This is an optimization exercise on Yosys and OpenROAD, whose aim is small area, not a production implementation.
The RTL was checked by simulation tests, not by an equivalence proof against the original design.
No activity file was given, so power comes from the tool's default toggle rates. The flow treats the clock pin as an ideal source, which a real chip does not have.

Setup of run A:
==> flow/design.v <==
package bp_pkg;
  localparam logic [2:0] B_EQNE = 3'd1;
  localparam logic [2:0] B_LTGE = 3'd2;
  localparam logic [2:0] B_JUMP = 3'd3;
  localparam logic [2:0] B_JREG = 3'd4;
endpackage
module sat_counter (
  input  logic [1:0] cnt_i,
  input  logic       up,
  input  logic       force_max,
  input  logic       init,
  output logic [1:0] cnt_c
);
  always_comb begin
    if (force_max)      cnt_c = 2'd3;
    else if (init)      cnt_c = 2'd2;
    else if (up)        cnt_c = (cnt_i == 2'd3) ? 2'd3 : cnt_i + 2'd1;
    else                cnt_c = (cnt_i == 2'd0) ? 2'd0 : cnt_i - 2'd1;
  end
endmodule
module bp_read3 (
  input  logic [2:0] d,
  input  logic [2:0] sel,
  output logic       y_n
);
  assign y_n = !(|(d & sel));
endmodule
module bp_read1 (
  input  logic d,
  input  logic sel,
  output logic y_n
);
  assign y_n = !(d & sel);
endmodule
module bp_nand22 (
  input  logic [21:0] a,
  output logic        y
);
  assign y = !(&a);
endmodule
module bp_read64 (
  input  logic [63:0] d,
  input  logic [63:0] sel,
  output logic        y
);
  logic [21:0] p_n;
  for (genvar i = 0; i < 21; i++) begin : g_p
    bp_read3 u_rd (.d(d[3*i +: 3]), .sel(sel[3*i +: 3]), .y_n(p_n[i]));
  end
  bp_read1 u_last (.d(d[63]), .sel(sel[63]), .y_n(p_n[21]));
  bp_nand22 u_out (.a(p_n), .y(y));
endmodule
module branch_predictor (
  input  logic        clk,
  input  logic        rst_n,
  input  logic [31:0] if_pc,
  output logic        pred_hit,
  output logic        pred_taken,
  output logic [31:0] pred_target,
  input  logic        upd_valid,
  input  logic [31:0] upd_pc,
  input  logic [2:0]  upd_branch_type,
  input  logic        upd_taken,
  input  logic [31:0] upd_target,
  input  logic        upd_pred_taken,
  input  logic [31:0] upd_pred_target,
  output logic        mispredict,
  output logic [31:0] redirect_pc,
  output logic [31:0] perf_branches,
  output logic [31:0] perf_mispredicts
);
  logic [63:0]    valid_q;
  logic [9:0]     tag_q    [64];
  logic [1:0]     cnt_q    [64];
  logic [31:0]    target_q [64];
  logic [31:0] perf_branches_q, perf_mispredicts_q;
  logic [5:0] look_idx, upd_idx;
  logic [9:0] look_tag, upd_tag;
  logic       upd_hit, upd_cond, upd_jump, wr_en, tgt_en;
  logic [1:0] cnt_nxt;
  assign look_idx = if_pc[7:2];
  assign look_tag = if_pc[17:8];
  assign upd_idx  = upd_pc[7:2];
  assign upd_tag  = upd_pc[17:8];
  logic [63:0] look_sel, upd_sel;
  for (genvar g = 0; g < 64; g++) begin : g_sel
    assign look_sel[g] = (look_idx == 6'(g));
    assign upd_sel[g]  = (upd_idx  == 6'(g));
  end
  logic        look_valid, upd_valid_e;
  logic [9:0]  look_tag_e, upd_tag_e;
  logic        look_cnt1;
  logic [1:0]  upd_cnt_e;
  logic [31:0] look_target;
  logic [63:0] col_tag [10];
  logic [63:0] col_cnt [2];
  logic [63:0] col_tgt [32];
  for (genvar g = 0; g < 64; g++) begin : g_col
    for (genvar b = 0; b < 10; b++) begin : g_t
      assign col_tag[b][g] = tag_q[g][b];
    end
    for (genvar b = 0; b < 2; b++) begin : g_c
      assign col_cnt[b][g] = cnt_q[g][b];
    end
    for (genvar b = 0; b < 32; b++) begin : g_x
      assign col_tgt[b][g] = target_q[g][b];
    end
  end
  bp_read64 u_look_valid (.d(valid_q), .sel(look_sel), .y(look_valid));
  bp_read64 u_upd_valid  (.d(valid_q), .sel(upd_sel),  .y(upd_valid_e));
  for (genvar b = 0; b < 10; b++) begin : g_rtag
    bp_read64 u_look (.d(col_tag[b]), .sel(look_sel), .y(look_tag_e[b]));
    bp_read64 u_upd  (.d(col_tag[b]), .sel(upd_sel),  .y(upd_tag_e[b]));
  end
  bp_read64 u_look_cnt (.d(col_cnt[1]), .sel(look_sel), .y(look_cnt1));
  for (genvar b = 0; b < 2; b++) begin : g_rcnt
    bp_read64 u_upd (.d(col_cnt[b]), .sel(upd_sel), .y(upd_cnt_e[b]));
  end
  for (genvar b = 0; b < 32; b++) begin : g_rtgt
    bp_read64 u_look (.d(col_tgt[b]), .sel(look_sel), .y(look_target[b]));
  end
  assign pred_hit    = look_valid && (look_tag_e == look_tag);
  assign pred_taken  = pred_hit && look_cnt1;
  assign pred_target = pred_hit ? look_target : if_pc + 32'd8;
  assign upd_hit  = upd_valid_e && (upd_tag_e == upd_tag);
  assign upd_cond = (upd_branch_type == bp_pkg::B_EQNE) || (upd_branch_type == bp_pkg::B_LTGE);
  assign upd_jump = (upd_branch_type == bp_pkg::B_JUMP) || (upd_branch_type == bp_pkg::B_JREG);
  assign wr_en    = upd_valid && (upd_cond || upd_jump) && (upd_hit || upd_taken);
  assign tgt_en   = upd_taken || upd_jump;
  sat_counter u_sat_counter (
    .cnt_i     (upd_cnt_e),
    .up        (upd_taken),
    .force_max (upd_jump),
    .init      (!upd_hit),
    .cnt_c     (cnt_nxt)
  );
  assign mispredict  = upd_valid && ((upd_taken != upd_pred_taken) ||
                                     (upd_taken && (upd_target != upd_pred_target)));
  assign redirect_pc = !upd_valid ? 32'd0 : (upd_taken ? upd_target : upd_pc + 32'd8);
  for (genvar g = 0; g < 64; g++) begin : g_entry
    logic e_wr;
    assign e_wr = wr_en && upd_sel[g];
    always_ff @(posedge clk) begin
      if (!rst_n)    valid_q[g] <= 1'b0;
      else if (e_wr) valid_q[g] <= 1'b1;
    end
    always_ff @(posedge clk) begin
      if (e_wr) begin
        tag_q[g] <= upd_tag;
        cnt_q[g] <= cnt_nxt;
        if (tgt_en) target_q[g] <= upd_target;
      end
    end
  end
  always_ff @(posedge clk) begin
    if (!rst_n) begin
      perf_branches_q    <= '0;
      perf_mispredicts_q <= '0;
    end else begin
      if (upd_valid)  perf_branches_q    <= perf_branches_q + 32'd1;
      if (mispredict) perf_mispredicts_q <= perf_mispredicts_q + 32'd1;
    end
  end
  assign perf_branches    = perf_branches_q;
  assign perf_mispredicts = perf_mispredicts_q;
endmodule
Settings: LEC_CHECK=0, CAP_MARGIN=20, CORE_MARGIN=2, CORE_UTILIZATION=50, CTS_BUF_LIST=sky130_fd_sc_hd__clkbuf_16, CTS_CLUSTER_DIAMETER=100, CTS_CLUSTER_SIZE=25, SLEW_MARGIN=20, SYNTH_HIERARCHICAL=1; clock period 12.0 ns.
standard.sh (not shown) runs the stock make flow with config.mk's settings and CLKGATE_MAP_FILE= SYNTH_SCRIPT=/design/flow/synth_recipe.tcl, a recipe that flattens the netlist after the stock synthesis.
==> flow/flow/run.sh <==
#!/bin/bash
# Layout flow: the standard ORFS flow, with two changes to what it places:
# ports are buffered with the smallest buffer, and clock tree synthesis adds
# no dummy loads. Synthesis, floorplan, power grid and taps are the standard ones.
set -euo pipefail
export BUFFER_PORTS_ARGS="-buffer_cell sky130_fd_sc_hd__buf_1"
export CTS_ARGS="-sink_clustering_enable -repair_clock_nets -sink_clustering_size 25 -sink_clustering_max_diameter 100 -buf_list sky130_fd_sc_hd__clkbuf_16 -dont_use_dummy_load"
bash standard.sh > flow_make.log 2>&1
> inputs changed (run A -> run B)
- a change of CTS_CLUSTER_SIZE from 25 to 30
==> flow/flow/run.sh <==
#!/bin/bash
# Layout flow: the standard ORFS flow, with two changes to what it places:
# ports are buffered with the smallest buffer, and clock tree synthesis adds
# no dummy loads. Synthesis, floorplan, power grid and taps are the standard ones.
set -euo pipefail
export BUFFER_PORTS_ARGS="-buffer_cell sky130_fd_sc_hd__buf_1"
export CTS_ARGS="-sink_clustering_enable -repair_clock_nets -sink_clustering_size 30 -sink_clustering_max_diameter 100 -buf_list sky130_fd_sc_hd__clkbuf_16 -dont_use_dummy_load"
bash standard.sh > flow_make.log 2>&1
### Flow results
Run B | stages: all done | timing, DRC, antenna: all pass
Cell count across run B and run A: no real change.
Compared to run A, run B has post-synthesis to final-layout area growth 0.58 points lower.
Run A and run B ended up with roughly the same combinational cell fraction of total power.
Run B and run A ended up with roughly the same met3 routed wirelength.
Relative to run B, the following input files were edited for run C:
- CTS_CLUSTER_SIZE changed from 30 to 25
==> flow/run.sh (new file) <==
#!/bin/bash
# synth_recipe.tcl (not shown) runs the flow's synth.tcl, then flattens the netlist and writes it again
# the make line also repeats each setting of config.mk as NAME=value (left out here)
make -C /OpenROAD-flow-scripts/flow DESIGN_CONFIG=/design/flow/config.mk WORK_HOME=/design/flow/orfs CLKGATE_MAP_FILE= SYNTH_SCRIPT=/design/flow/synth_recipe.tcl finish
removed: flow/flow/run.sh
removed: flow/standard.sh
--- outcome ---
Total power of run C is higher than that of run B.
Run C against run B: fraction of the core area covered by cells at the end of the flow picked up an extra 1.6 points, final standard cell area without fillers picked up an extra 2.9%, fraction of final layout cells sized beyond drive strength 1 picked up an extra 1.0 points.
From run B to run C the numbers moved as follows: number of antenna cells inserted shows an increase of 2; count of fill cells added during filler insertion dropped 2.2%; signed area change from the synthesized netlist to the final layout saw an increase; largest incremental delay on the critical path fell 0.08 ns.
Run B -> run C: first-pass GRT wire length increased by a few percent
Start point of the critical path: if_pc[5] -> run C, if_pc[2] -> run B

## port drivers added, routing unchanged
In the flow no input, the clock included, has a driving cell. The finished layouts below were timed again as built, in two steps. Step 1: set_driving_cell puts a clkbuf_16 on clk and a buf_2 on each other input, an assumption about the parent block. Step 2 also shifts input and output timing later by t, the mid clock arrival at the registers, as if the neighbouring blocks saw the same clock. a / b / c = ideal / step 1 / step 2; a / b = the first two.
| run | t (ns) | setup slack, ns | hold slack, ns | worst setup path at the end | pins driven straight from the clock port |
|---|---|---|---|---|---|
| run A | 0.899 | 1.485 / 1.443 / 1.443 | 0.489 / 0.489 / 0.489 | input to output | 1 |
| run B | 0.885 | 1.544 / 1.503 / 1.154 | 0.491 / 0.491 / 0.491 | input to register | 1 |
| run C | 0.922 | 1.051 / 1.021 / 1.021 | 0.488 / 0.488 / 0.488 | input to output | 1 |
After both steps setup and hold are still met in every run listed. The setup slack of run B, which loses most, moves by -0.041 ns with the drivers and by -0.390 ns with both steps.
